This design comes from an exercise in tuning for small area, a short achievable clock period and few clock cycles on the open sky130 flow, not from production work. Only simulation tests tie the RTL to the original design; equivalence was not proved. Power and IR drop assume default switching activity.

File: flow/run.sh
#!/bin/bash
# synth_recipe.tcl (not shown) runs the flow's synth.tcl, then flattens the netlist and writes it again
# the make line also repeats each setting of config.mk as NAME=value (left out here)
make -C /OpenROAD-flow-scripts/flow DESIGN_CONFIG=/design/flow/config.mk WORK_HOME=/design/flow/orfs CLKGATE_MAP_FILE= SYNTH_SCRIPT=/design/flow/synth_recipe.tcl finish
File: flow/config.mk
export PLATFORM = sky130hd
export DESIGN_NAME = box_smoothing_3x3_edge_mean
export DESIGN_NICKNAME = box_smoothing_3x3_edge_mean
export VERILOG_FILES = /design/flow/design.v
export SDC_FILE = /design/flow/constraint.sdc
export NUM_CORES = 4
export LEC_CHECK = 0
export ABC_AREA = 1
export CAP_MARGIN = 0
export CORE_MARGIN = 2
export CORE_UTILIZATION = 48
export CTS_CLUSTER_DIAMETER = 100
export CTS_CLUSTER_SIZE = 24
export PLACE_DENSITY = 0.65
export SETUP_SLACK_MARGIN = 4.0
export SLEW_MARGIN = 0
File: flow/constraint.sdc
create_clock -name core_clock -period 6.5 [get_ports {clk}]
set_input_delay 1.3000 -clock core_clock [delete_from_list [all_inputs] [get_ports {clk}]]
set_output_delay 1.3000 -clock core_clock [all_outputs]
set_load 0.01 [all_outputs]
File: flow/design.v
package bsm_pkg;
  localparam int PIX_W  = 8;    
  localparam int POS_W  = 4;    
  localparam int SIZE_W = 5;    
  localparam int CS_W   = 10;   
  localparam int SUM_W  = 12;   
endpackage
module bsm_ram #(
  parameter int WIDTH = 8
) (
  input  logic             clk,
  input  logic             wr,
  input  logic [WIDTH-1:0] wdata,
  input  logic [3:0]       seg,
  output logic [WIDTH-1:0] tail,
  output logic [WIDTH-1:0] tail_next
);
  logic [WIDTH-1:0] head;
  logic [WIDTH-1:0] s1;
  logic [WIDTH-1:0] sg2 [2];
  logic [WIDTH-1:0] sg4 [4];
  logic [WIDTH-1:0] sg6 [6];
  logic [WIDTH-1:0] t0;
  logic [WIDTH-1:0] m1, m2, m3, m4;
  assign m1 = seg[0] ? s1     : head;
  assign m2 = seg[1] ? sg2[1] : m1;
  assign m3 = seg[2] ? sg4[3] : m2;
  assign m4 = seg[3] ? sg6[5] : m3;
  assign tail_next = t0;
  always_ff @(posedge clk) begin
    head   <= wr ? wdata : tail;
    s1     <= head;
    sg2[0] <= m1;
    sg2[1] <= sg2[0];
    sg4[0] <= m2;
    for (int i = 1; i < 4; i++) sg4[i] <= sg4[i-1];
    sg6[0] <= m3;
    for (int i = 1; i < 6; i++) sg6[i] <= sg6[i-1];
    t0     <= m4;
    tail   <= tail_next;
  end
endmodule
import bsm_pkg::*;
module bsm_div
(
  input  logic              clk,
  input  logic              rst,
  input  logic              adv,
  input  logic              sv,
  input  logic [SUM_W-1:0]  s,
  input  logic              n9,       
  input  logic              n6,
  input  logic              n4,
  output logic              dv,
  output logic [PIX_W-1:0]  q
);
  logic        xv, x9, y9;
  logic [13:0] xa, xb, xs;
  logic [11:0] x;
  logic [14:0] x7;
  logic [11:0] y;
  logic [17:0] m;
  assign xa = n4 ? {s[10:0], 3'd0} : {s, 2'd0};
  assign xb = (n6 ? 14'({s, 1'b0}) : 14'd0) | (n4 ? 14'(s) : 14'd0);
  assign xs = xa + xb;
  assign x7 = {x, 3'd0} - 15'(x);
  assign m  = {y, 6'd0} + 18'(y) + (y9 ? 18'd568 : 18'd682);
  assign q  = m[17:10];
  always_ff @(posedge clk) begin
    if (adv) begin
      x  <= xs[13:2];
      x9 <= n9;
      y  <= x7[13:2];
      y9 <= x9;
    end
    if (rst) begin
      xv <= 1'b0;
      dv <= 1'b0;
    end else if (adv) begin
      xv <= sv;
      dv <= xv;
    end
  end
endmodule
import bsm_pkg::*;
module bsm_dp
(
  input  logic              clk,
  input  logic              rst,
  input  logic              adv,
  input  logic              ev,
  input  logic              flush,
  input  logic              mask_b,
  input  logic              rows3,
  input  logic              c0,
  input  logic              c1,
  input  logic              cl,
  input  logic [PIX_W-1:0]  pix,
  input  logic [PIX_W-1:0]  up1,
  input  logic [PIX_W-1:0]  up1_next,
  input  logic [PIX_W-1:0]  up2_next,
  output logic              sv,       
  output logic [SUM_W-1:0]  s,
  output logic              s_n9,     
  output logic              s_n6,
  output logic              s_n4
);
  logic [PIX_W:0]    ab;
  logic [CS_W-1:0]   cs, w0, w1;
  logic [CS_W:0]     pair;
  logic              jv, jc1, jcl, jrows3, ep, hr3, r3, c3;
  assign r3 = jv ? jrows3 : hr3;
  assign c3 = jv && !jc1;
  assign cs = CS_W'(flush ? '0 : pix) + (mask_b ? CS_W'(up1) : CS_W'(ab));
  always_ff @(posedge clk) begin
    ab <= (PIX_W+1)'(up1_next) + (PIX_W+1)'(up2_next);
    if (adv) begin
      if (ev) begin
        w0 <= cs;
        w1 <= w0;
      end
      pair   <= (ev && c1) ? (CS_W+1)'(w0) : (CS_W+1)'(w0) + (CS_W+1)'(w1);
      jc1    <= c1;
      jcl    <= cl;
      jrows3 <= rows3;
      s       <= SUM_W'(ep ? '0 : w0) + SUM_W'(pair);
      if (jv) begin
        hr3 <= jrows3;
      end
      s_n9 <= r3 && c3;
      s_n6 <= r3 != c3;
      s_n4 <= !r3 && !c3;
    end
    if (rst) begin
      jv <= 1'b0;
      ep <= 1'b0;
      sv <= 1'b0;
    end else if (adv) begin
      jv <= ev && !c0;
      ep <= jv && jcl;
      sv <= jv || ep;
    end
  end
endmodule
import bsm_pkg::*;
module bsm_ctrl
(
  input  logic              clk,
  input  logic              rst,
  input  logic              cfg_write,
  input  logic [SIZE_W-1:0] image_size,
  input  logic              in_valid,
  output logic              in_stall,
  input  logic [PIX_W-1:0]  pixel,
  input  logic              adv,        
  input  logic              adv_next,   
  output logic [3:0]        side_m1,
  output logic [3:0]        seg,
  output logic [PIX_W-1:0]  pix_q,
  output logic              wr,         
  output logic              ev,         
  output logic              ev_fl,      
  output logic              flushing,   
  output logic              mask_b,     
  output logic              rows3,      
  output logic              c0,         
  output logic              c1,         
  output logic              cl          
);
  logic              pv;
  logic [3:0]        row, col, hd, fcol;
  logic              r1, rg1;    
  logic              s2;         
  logic              acc, pv_n, aligned, flush_ok, last_w, fl_done;
  logic [3:0]        row_n, col_n, hd_n, fcol_n;
  logic              flushing_n, ok_next;
  logic              row0, col0, col_last, row_last, hd_last, hd_wrap, rephase;
  assign row0     = (row == 4'd0);
  assign col0     = (col == 4'd0);
  assign col_last = (col == side_m1);
  assign row_last = (row == side_m1);
  assign hd_last  = (hd == side_m1);
  assign hd_wrap  = s2 ? (hd == 4'd2) : hd_last;
  assign rephase  = row0 && col0 && !flushing;
  assign aligned  = (hd == col) || rephase;
  assign flush_ok = !flushing || row0;
  assign wr       = pv && adv && aligned && flush_ok;
  assign ev_fl    = flushing && adv && (hd == fcol);
  assign ev       = (wr && !row0) || ev_fl;
  assign mask_b   = !flushing && r1;
  assign rows3    = !flushing && rg1;
  assign c0       = (hd == 4'd0);
  assign c1       = (hd == 4'd1);
  assign cl       = hd_last;
  assign last_w   = wr && row_last && col_last;
  assign fl_done  = ev_fl && hd_last;
  assign acc  = in_valid && !in_stall;
  assign pv_n = acc || (pv && !wr);
  always_comb begin
    row_n = row;
    col_n = col;
    if (wr) begin
      if (col_last) begin
        col_n = 4'd0;
        row_n = row_last ? 4'd0 : row + 4'd1;
      end else begin
        col_n = col + 4'd1;
      end
    end
    if (cfg_write) begin
      row_n = 4'd0;
      col_n = 4'd0;
    end
    if (wr && rephase) begin
      hd_n = 4'd1;
    end else begin
      hd_n = hd_wrap ? 4'd0 : hd + 4'd1;
    end
    flushing_n = flushing;
    fcol_n     = fcol;
    if (ev_fl) begin
      fcol_n = fcol + 4'd1;
    end
    if (fl_done) begin
      flushing_n = 1'b0;
    end
    if (last_w) begin
      flushing_n = 1'b1;
      fcol_n     = 4'd0;
    end
  end
  assign ok_next = acc && ((wr && !(s2 && col_last)) || (!pv && rephase));
  always_ff @(posedge clk) begin
    if (acc) begin
      pix_q <= pixel;
    end
    s2     <= (side_m1 == 4'd1);
    seg[3] <= (side_m1 >= 4'd8);
    seg[2:0] <= (side_m1 >= 4'd8) ? 3'(side_m1 - 4'd8) :
                (side_m1 == 4'd1) ? 3'd0 : 3'(side_m1 - 4'd2);
    if (rst) begin
      side_m1  <= 4'd15;
      pv       <= 1'b0;
      row      <= 4'd0;
      r1       <= 1'b0;
      rg1      <= 1'b0;
      col      <= 4'd0;
      hd       <= 4'd0;
      fcol     <= 4'd0;
      flushing <= 1'b0;
      in_stall <= 1'b0;
    end else begin
      if (cfg_write) begin
        if (image_size[4]) begin
          side_m1 <= 4'd15;
        end else if (image_size[3:1] == 3'd0) begin
          side_m1 <= 4'd1;
        end else begin
          side_m1 <= image_size[3:0] - 4'd1;
        end
      end
      pv       <= pv_n;
      row      <= row_n;
      r1       <= (row_n == 4'd1);
      rg1      <= (row_n > 4'd1);
      col      <= col_n;
      hd       <= hd_n;
      fcol     <= fcol_n;
      flushing <= flushing_n;
      in_stall <= pv_n && !(adv_next && ok_next);
    end
  end
endmodule
import bsm_pkg::*;
module box_smoothing_3x3_edge_mean
#(
  parameter int MAX_SIDE = 16
) (
  input  logic              clk,
  input  logic              rst,
  input  logic              cfg_write,
  input  logic [SIZE_W-1:0] image_size,
  input  logic              in_valid,
  output logic              in_stall,
  input  logic [PIX_W-1:0]  pixel,
  output logic              out_valid,
  input  logic              out_stall,
  output logic [PIX_W-1:0]  smoothed,
  output logic [POS_W-1:0]  out_row,
  output logic [POS_W-1:0]  out_col,
  output logic              last_of_run,
  output logic              frame_done
);
  logic             adv, adv_next, skid_v, skid_v_n;
  logic [PIX_W-1:0] skid_q;
  logic [3:0]       side_m1, seg;
  logic [PIX_W-1:0] pix_q, up1, up2, up1_next, up2_next;
  logic             wr, ev, ev_fl, flush, mask_b, rows3, c0, c1, cl;
  logic             sv, s_n9, s_n6, s_n4, dv;
  logic [SUM_W-1:0] s;
  logic [PIX_W-1:0] q;
  logic             out_free, inc, xfer;
  logic [3:0]       nrow, ncol;
  assign adv      = !skid_v;
  assign inc      = dv && adv;
  assign out_free = !out_valid || !out_stall;
  assign xfer     = out_valid && !out_stall;
  assign skid_v_n = skid_v ? !out_free : (inc && !out_free);
  assign adv_next = !skid_v_n;
  bsm_ctrl u_ctrl (
    .clk       (clk),
    .rst       (rst),
    .cfg_write (cfg_write),
    .image_size(image_size),
    .in_valid  (in_valid),
    .in_stall  (in_stall),
    .pixel     (pixel),
    .adv       (adv),
    .adv_next  (adv_next),
    .side_m1   (side_m1),
    .seg       (seg),
    .pix_q     (pix_q),
    .wr        (wr),
    .ev        (ev),
    .ev_fl     (ev_fl),
    .flushing  (flush),
    .mask_b    (mask_b),
    .rows3     (rows3),
    .c0        (c0),
    .c1        (c1),
    .cl        (cl)
  );
  bsm_ram #(.WIDTH(PIX_W)) u_up1 (
    .clk  (clk),
    .wr   (wr),
    .wdata(pix_q),
    .seg  (seg),
    .tail (up1),
    .tail_next(up1_next)
  );
  bsm_ram #(.WIDTH(PIX_W)) u_up2 (
    .clk  (clk),
    .wr   (wr),
    .wdata(up1),
    .seg  (seg),
    .tail (up2),
    .tail_next(up2_next)
  );
  bsm_dp u_dp (
    .clk    (clk),
    .rst    (rst),
    .adv    (adv),
    .ev     (ev),
    .flush  (flush),
    .mask_b (mask_b),
    .rows3  (rows3),
    .c0     (c0),
    .c1     (c1),
    .cl     (cl),
    .pix    (pix_q),
    .up1    (up1),
    .up1_next(up1_next),
    .up2_next(up2_next),
    .sv     (sv),
    .s      (s),
    .s_n9   (s_n9),
    .s_n6   (s_n6),
    .s_n4   (s_n4)
  );
  bsm_div u_div (
    .clk  (clk),
    .rst  (rst),
    .adv  (adv),
    .sv   (sv),
    .s    (s),
    .n9   (s_n9),
    .n6   (s_n6),
    .n4   (s_n4),
    .dv   (dv),
    .q    (q)
  );
  always_comb begin
    if (out_col == side_m1) begin
      ncol = 4'd0;
      nrow = (out_row == side_m1) ? 4'd0 : out_row + 4'd1;
    end else begin
      ncol = out_col + 4'd1;
      nrow = out_row;
    end
  end
  always_ff @(posedge clk) begin
    if (adv) begin
      skid_q <= q;
    end
    if (out_free) begin
      smoothed <= skid_v ? skid_q : q;
    end
    if (rst) begin
      skid_v      <= 1'b0;
      out_valid   <= 1'b0;
      out_row     <= 4'd0;
      out_col     <= 4'd0;
      last_of_run <= 1'b1;
      frame_done  <= 1'b0;
    end else begin
      skid_v <= skid_v_n;
      if (out_free) begin
        out_valid <= skid_v || inc;
      end
      if (cfg_write) begin
        out_row     <= 4'd0;
        out_col     <= 4'd0;
        last_of_run <= !(image_size <= SIZE_W'(2));
        frame_done  <= 1'b0;
      end else if (xfer) begin
        out_row     <= nrow;
        out_col     <= ncol;
        frame_done  <= (nrow == side_m1) && (ncol == side_m1);
        if (ncol == side_m1) begin
          last_of_run <= (nrow != side_m1 - 4'd1);
        end else if (ncol == side_m1 - 4'd1) begin
          last_of_run <= 1'b0;
        end else begin
          last_of_run <= (nrow != side_m1);
        end
      end
    end
  end
endmodule
==> results of run 1 <==
-- placed cells by master (no fill, tap or decap), drive strengths merged, types with 2 or more instances in the layout --
| cell type | n |
|---|---|
| a211oi | 3 |
| a21o | 8 |
| a21oi | 80 |
| a31oi | 21 |
| and3 | 2 |
| buf | 33 |
| clkbuf | 39 |
| clkdlybuf4s15 | 11 |
| clkdlybuf4s50 | 17 |
| dfxtp | 320 |
| edfxtp | 92 |
| fa | 6 |
| ha | 92 |
| inv | 169 |
| mux2 | 16 |
| nand2 | 364 |
| nand3 | 53 |
| nand4 | 9 |
| nor2 | 112 |
| nor3 | 10 |
| nor3b | 3 |
| o21a | 5 |
| o21ai | 98 |
| o21bai | 2 |
| o22ai | 2 |
| or2 | 6 |
| xnor2 | 19 |
| xor2 | 57 |
-- flip-flops by register name, indices dropped and copies added (netlist names), 10 cells and up --
| name | count |
|---|---|
| u_dp.w1 | 10 |
| u_up1.sg4 | 32 |
| u_dp.w0 | 10 |
| u_div.y | 12 |
| u_up2.sg2 | 16 |
| u_up2.sg6 | 48 |
| u_div.x | 12 |
| u_dp.s | 12 |
| u_up1.sg6 | 48 |
| u_up1.sg2 | 16 |
| u_up2.sg4 | 32 |
| u_dp.pair | 11 |
-- cell families (layout without fill, tap and decap cells) --
family	after synthesis	after routing	share of synthesized area, %
mux	16	16	1.15
flops	412	412	58.6
fa+ha+maj	98	98	8.13
xor+xnor	76	76	4.26
simple gates	562	562	14.7
buf+inv	204	272	5.19
compound gates	225	226	7.93
-- cells in the mapped netlist (all sizes together) (8+ instances only) --
library cell / n
nand2: 364
dfxtp: 320
inv: 167
nor2: 112
o21ai: 97
edfxtp: 92
ha: 92
a21oi: 80
xor2: 57
nand3: 53
clkbuf: 22
a31oi: 21
xnor2: 19
mux2: 16
buf: 14
nor3: 10
nand4: 9
a21o: 8
-- power breakdown --
group          internal (uW)  switching [uW]
logic                    776            1050
registers               3580             288
clock network            614             783
-- routing by layer --
metal	share of wire, %	wire (um)	up-vias
met2	48	13400	114
li1	-	-	5297
met4	2.1	572	0
met5	0	0	-
met1	47	13100	4649
met3	3.0	838	41
-- final timing paths --
check                                 end  slack (ns)  depth (start not counted)
setup / recovery    u_div.x[10]$_DFFE_PN_        4.02                         11
hold / removal    u_up1.sg6[5][1]$_DFF_P_        0.32                          0
setup reg to reg    u_div.x[10]$_DFFE_PN_        4.02                         11
hold reg to reg   u_up1.sg6[5][1]$_DFF_P_        0.32                          0
-- cell type report --
cell class                      instances  area (um2)  area share [%]
Timing Repair Buffer                   70         594            3.41
Multi-Input combinational cell        978        5830            33.5
Clock buffer                           31         563            3.23
Sequential cell                       412        9210            52.9
Clock inverter                          3        32.5           0.187
Tap cell                              442         553            3.18
Inverter                              168         636            3.65
-- timing repair --
item / CTS / global route
endpoints found under the setup margin: 70 / 63
buffers inserted: 11 / 20
gates resized for setup: 74 / 60
pin swaps: 2 / 22
cloned: 1 / 0
-- stage by stage --
stage | cells | worst slack, ns
final | 2104 | 4.02
after global routing | 2104 | 3.90
after CTS | 2084 | 4.00
after detailed placement | 2038 | 3.16
after global placement | 2038 | 3.21
after floorplan | 1593 | 4.01
==> impl_metrics.json, run 1 <==
{
  "cts_buffers": 21,
  "min_period_over_period_pct": 38.1,
  "num-fill-cells": 2893,
  "coreArea_um2": 32300,
  "final_core_util_pct": 53.9,
  "ys_warn_count": 8,
  "critPathBufInv": 0,
  "crit_path_frequent_cell": "nand2_1",
  "clk_pin_slew_ns": 0.10,
  "path_class": "register to register",
  "drive_above_1_share_pct": 10.0,
  "grt_busiest_layer": "met2",
  "status": "timing/DRC/antenna clean",
  "drv_slew": 0,
  "hp-start": "u_up1.sg6[4][1]$_DFF_P_",
  "overflow": 0,
  "syn_area_um2": 15600,
  "gr-usage-met2_pct": 29.0,
  "yosysSeqAreaShare_pct": 58.6,
  "wl_per_cell_um": 13.3,
  "ys.flop_type": "dfxtp_1",
  "holdCritPathClass": "register to register",
  "grt_pass1_wl_um": 46300,
  "reg2reg_from": "u_dp.s_n4$_DFFE_PN_",
  "critical_path.cell_chain": "nand2_1, o21ai_0, ha_2, fa_2, nand3_1, nand2_1, a21oi_2, o21ai_2, a21oi_1, o21ai_1, xor2_1",
  "setup_tns_ns": 0,
  "synthTopCellsByArea": "dfxtp_1 41%, edfxtp_1 18%, nand2_1 8.5%, ha_1 7.4%, inv_1 3.8%",
  "worst_clock_skew_ns": 0.0197,
  "setup_viol": 0,
  "crit_fanout": 6,
  "yosys.area.top_type": "dfxtp_1",
  "max_freq_mhz": 404,
  "syn-num-nets": 1709,
  "yosysTopAreaCellShare_pct": 41.0,
  "cp-startpoint": "u_dp.s_n4$_DFFE_PN_",
  "leakagePower_uw": 0.00785,
  "insertion_delay_ns": 0.54,
  "ios": 38,
  "dieArea_um2": 34000,
  "rsz0062_at_grt": "yes",
  "portBuffers": 37,
  "tritoncts": "yes",
  "cts_buffer_depth": 3,
  "hold_buffers": 0,
  "yosysUniqueCellTypes": 51,
  "place_area_um2": 16400,
  "gr-usage-met1_pct": 22.0,
  "vias": 10101,
  "powerDensity_nw_per_um2": 408,
  "initial_core_util_pct": 48.4,
  "die_h_um": 184,
  "holdWs_ns": 0.318,
  "routed_wl_um": 27900,
  "cts_root_buf": "clkbuf_16",
  "relSlewSlack_pct": 43.3,
  "clock-sinks": 412,
  "hpwl_um": 18900,
  "ant_nets": 0,
  "cp_slowest_cell": "edfxtp_1",
  "fp.dieW_um": 184,
  "first_pass_iters": 4,
  "cts_max_level": 1,
  "min_period_ns": 2.48,
  "first_iter_violations": 546,
  "synth_edf_count": 92,
  "worstPathRequired_ns": 6.84,
  "grt_max_degree": 71,
  "postSynthAreaPerCell_um2": 9.81,
  "hold_viol": 0,
  "cp_slowest_stage_delay_ns": 0.49,
  "drc": 0,
  "maxCapViolations": 0,
  "antenna_found_initial": 0,
  "syn_inst": 1593,
  "nets": 1767,
  "place_congestion": 0.838,
  "ys_seq_elements": 412,
  "first_global_vias": 9552,
  "antenna_cells": 0,
  "met3_usage_pct": 2.33,
  "worst_pin_slew_ns": 0.849,
  "crit_path_start_kind": "register",
  "viasPerCell": 4.80,
  "fin_area_um2": 17400,
  "arrival_ns": 2.82,
  "rows": 66,
  "endpoint_kind": "register",
  "syn2layout_area_growth_pct": 11.4,
  "p_total_uw": 7100,
  "track_usage_pct": 16.7,
  "irDropWorstVdd_mv": 0.280,
  "async_flop_share_pct": 0,
  "cp_top_family": "compound AO/OA/AOI/OAI gates"
}
Testbench counts, summed over its fixed seeds: cycles 10,935.
==> run 2: changes to the inputs <==
--- a/flow/config.mk
+++ b/flow/config.mk
@@ -8,9 +8,9 @@
 export ABC_AREA = 1
 export CAP_MARGIN = 0
 export CORE_MARGIN = 2
-export CORE_UTILIZATION = 48
-export CTS_CLUSTER_DIAMETER = 100
-export CTS_CLUSTER_SIZE = 24
-export PLACE_DENSITY = 0.65
+export CORE_UTILIZATION = 55
+export CTS_CLUSTER_DIAMETER = 150
+export CTS_CLUSTER_SIZE = 27
+export PLACE_DENSITY = 0.7
 export SETUP_SLACK_MARGIN = 4.0
 export SLEW_MARGIN = 0
==> run 2 against run 1 <==
Power is 1.2% lower. Non-clock buffer count fell by 16. Routed wire length is 0.51% higher. First-iteration DRC count is 2.4% lower. Area after synthesis stayed put. Die area fell by 12%. Combinational power is essentially flat. Clock skew grew 0.013 ns. Register-to-register slack improved by 0.08 ns. Sequential cell count is the same. Final area shrank 1.4%. Largest power group unchanged. Highest routed layer unchanged.
==> impl_metrics.json, run 2 <==
{
  "dp_cells": 1973,
  "postSynthAreaPerCell_um2": 9.81,
  "ys.flop_type": "dfxtp_1",
  "hpwl_um": 19100,
  "drive_above_1_share_pct": 8.35,
  "syn-num-nets": 1709,
  "routed_wl_um": 28000,
  "vias": 10137,
  "fin_area_um2": 17200,
  "maxCapViolations": 0,
  "wl_per_cell_um": 13.9,
  "cp_top_family": "flip-flops",
  "arrival_ns": 1.15,
  "track_usage_pct": 18.6,
  "setup_viol": 0,
  "critical_path.cell_chain": "clkdlybuf4s15_1",
  "yosysUniqueCellTypes": 51,
  "drc": 0,
  "ys_warn_count": 8,
  "yosys-top-cells-count": "356 x nand2_1, 320 x dfxtp_1, 160 x inv_1",
  "tritoncts": "yes",
  "yosys.cell_count.top_type": "nand2_1",
  "min_period_over_period_pct": 37.7,
  "ios": 38,
  "hp-start": "u_up1.sg4[2][0]$_DFF_P_",
  "portBuffers": 37,
  "reg2reg_to": "smoothed[6]$_DFFE_PN_",
  "synthTopCellsByArea": "dfxtp_1 41%, edfxtp_1 18%, nand2_1 8.5%, ha_1 7.4%, inv_1 3.8%",
  "dieArea_um2": 29800,
  "antenna_found_initial": 0,
  "fin_cells": 2019,
  "setup_tns_ns": 0,
  "first_global_vias": 9847,
  "coreArea_um2": 27900,
  "cp_slowest_cell": "dfxtp_4",
  "yosysTopAreaCellShare_pct": 41.0,
  "holdPathEnd": "u_up1.sg4[3][0]$_DFF_P_",
  "holdPathStages": 0,
  "initial_core_util_pct": 56.1,
  "first_iter_violations": 533,
  "yosysSeqAreaShare_pct": 58.6,
  "syn2layout_area_growth_pct": 9.76,
  "relSlewSlack_pct": 27.7,
  "cts_buffers": 19,
  "syn_inst": 1593,
  "r2r_cells": 12,
  "yosys.area.top_type": "dfxtp_1",
  "async_flop_share_pct": 0,
  "clk_pin_slew_ns": 0.10,
  "mostFrequentLayoutCells": "350 x nand2_1, 305 x dfxtp_1, 157 x inv_1",
  "worstPathRequired_ns": 5.20,
  "syn_area_um2": 15600,
  "reg2reg_from": "u_div.y9$_DFFE_PN_",
  "rrSetupSlack_ns": 4.10,
  "holdCritPathClass": "register to register",
  "antenna_cells": 0,
  "place_area_um2": 16300,
  "synth_edf_count": 92,
  "rsz0062_at_grt": "yes",
  "ys_seq_elements": 412,
  "hold_viol": 0,
  "top_regs": "u_up1.sg6 (48), u_up2.sg6 (48)",
  "insertion_delay_ns": 0.53,
  "irDropWorstVdd_mv": 0.312,
  "cp_slowest_stage_delay_ns": 0.40,
  "drv_slew": 0,
  "cp-startpoint": "out_row[0]$_SDFFE_PP0P_",
  "max_freq_mhz": 408,
  "final_common_cell": "nand2_1",
  "path_class": "register to output pin",
  "worst_pin_slew_ns": 1.08,
  "fp.dieW_um": 173,
  "place_congestion": 0.861,
  "rows": 61,
  "critPathBufInv": 1,
  "leakagePower_uw": 0.00778,
  "endpoint_kind": "output pin",
  "crit_fanout": 7,
  "grt_pass1_wl_um": 46200,
  "first_pass_iters": 5,
  "cts_buffer_depth": 3,
  "cts_max_level": 1,
  "grt_max_degree": 71,
  "min_period_ns": 2.45,
  "ant_nets": 0,
  "crit_path_start_kind": "register",
  "clock-sinks": 412,
  "powerDensity_nw_per_um2": 408,
  "nets": 1749,
  "status": "timing/DRC/antenna clean",
  "cts_root_buf": "clkbuf_16",
  "die_h_um": 173,
  "worst_clock_skew_ns": 0.0326,
  "overflow": 0,
  "viasPerCell": 5.02
}
[run 2: cell counts after synthesis]
Identical to the previous run, type by type.
[run 2: cells by family after synthesis]
| group | synth area share (%) |
|---|---|
| buffers and inverters | 5.19 |
| XOR/XNOR | 4.26 |
| adder cells (fa/ha/maj) | 8.13 |
| multiplexers | 1.15 |
| AO/OA/AOI/OAI | 7.93 |
| flip-flops | 58.6 |
| AND/OR/NAND/NOR | 14.7 |
[run 2: routing by layer]
layer | share of wire [%] | global-route usage, %
met1 | 47 | 24.5
met2 | 49 | 33.2
met3 | 2.2 | 1.93
met4 | 1.5 | 3.95
met5 | 0 | 0
[run 2: area by class of cell]
cell class / count / area [um2]
clock buffer: 27 / 505
fill: 2348 / 10700
sequential: 412 / 9210
timing repair buffer: 54 / 478
clock inverter: 2 / 28.8
tap: 378 / 473
multi-input combinational: 978 / 5830
inverter: 168 / 638
[run 2: power breakdown]
group          switching (uW)  leakage (uW)  internal, uW
Sequential                294       0.00363          3580
Clock                     755      0.000258           558
Combinational            1060       0.00389           765
[run 2: through the flow]
stage	setup WS [ns]	total power [uW]	utilization, %	hold WS [ns]
4_1_cts	3.99	6950	61.0	0.309
5_1_grt	3.92	7460	61.6	0.313
3_5_place_dp	3.02	5630	58.5	0.312
3_3_place_gp	3.10	5560	58.5	0.310
6_report	4.05	7010	61.6	0.309
2_1_floorplan	4.01	5130	-	0.310
[run 2: repair_timing]
item / in CTS / in global routing
pin swaps: 2 / 15
endpoints found under the setup margin: 71 / 57
gates cloned: 1 / 0
gates resized for setup: 64 / 53
hold buffers: 0 / 0
buffers inserted: 10 / 6
[run 2: how the worst max path moves through the flow]
stage	to	cells after the start	slack (ns)
2_1_floorplan	u_dp.w0[8]$_DFFE_PP_	15	4.01
4_1_cts	in_stall	1	3.99
6_report	out_row[0]	1	4.05
3_3_place_gp	u_ctrl.col[3]$_SDFFE_PP0P_	4	3.10
3_5_place_dp	u_ctrl.col[3]$_SDFFE_PP0P_	4	3.02
5_1_grt	smoothed[4]$_DFFE_PN_	14	3.92

## static timing again, ports no longer ideal
In the flow no input, the clock included, has a driving cell. The finished layouts below were timed again as built, in two steps.
Step 1 assumes that a clkbuf_16 drives the clock port and a buf_2 every other input.
Step 2 also shifts input and output timing later by t, the mid clock arrival at the registers, as if the neighbouring blocks saw the same clock.
Slacks: ideal / step 1 / step 2; pairs: ideal / step 1.
| run | shift t [ns] | slack for setup (ns) | worst slew at a driven data input, ns |
|---|---|---|---|
| run 1 | 0.577 | 4.024 / 3.995 / 3.564 | 0.05 |
| run 2 | 0.565 | 4.048 / 4.000 / 3.668 | 0.03 |
After both steps setup and hold are still met in every run listed. For run 1, which loses most, drivers alone change the setup slack by -0.029 ns; drivers and shift together by -0.460 ns.
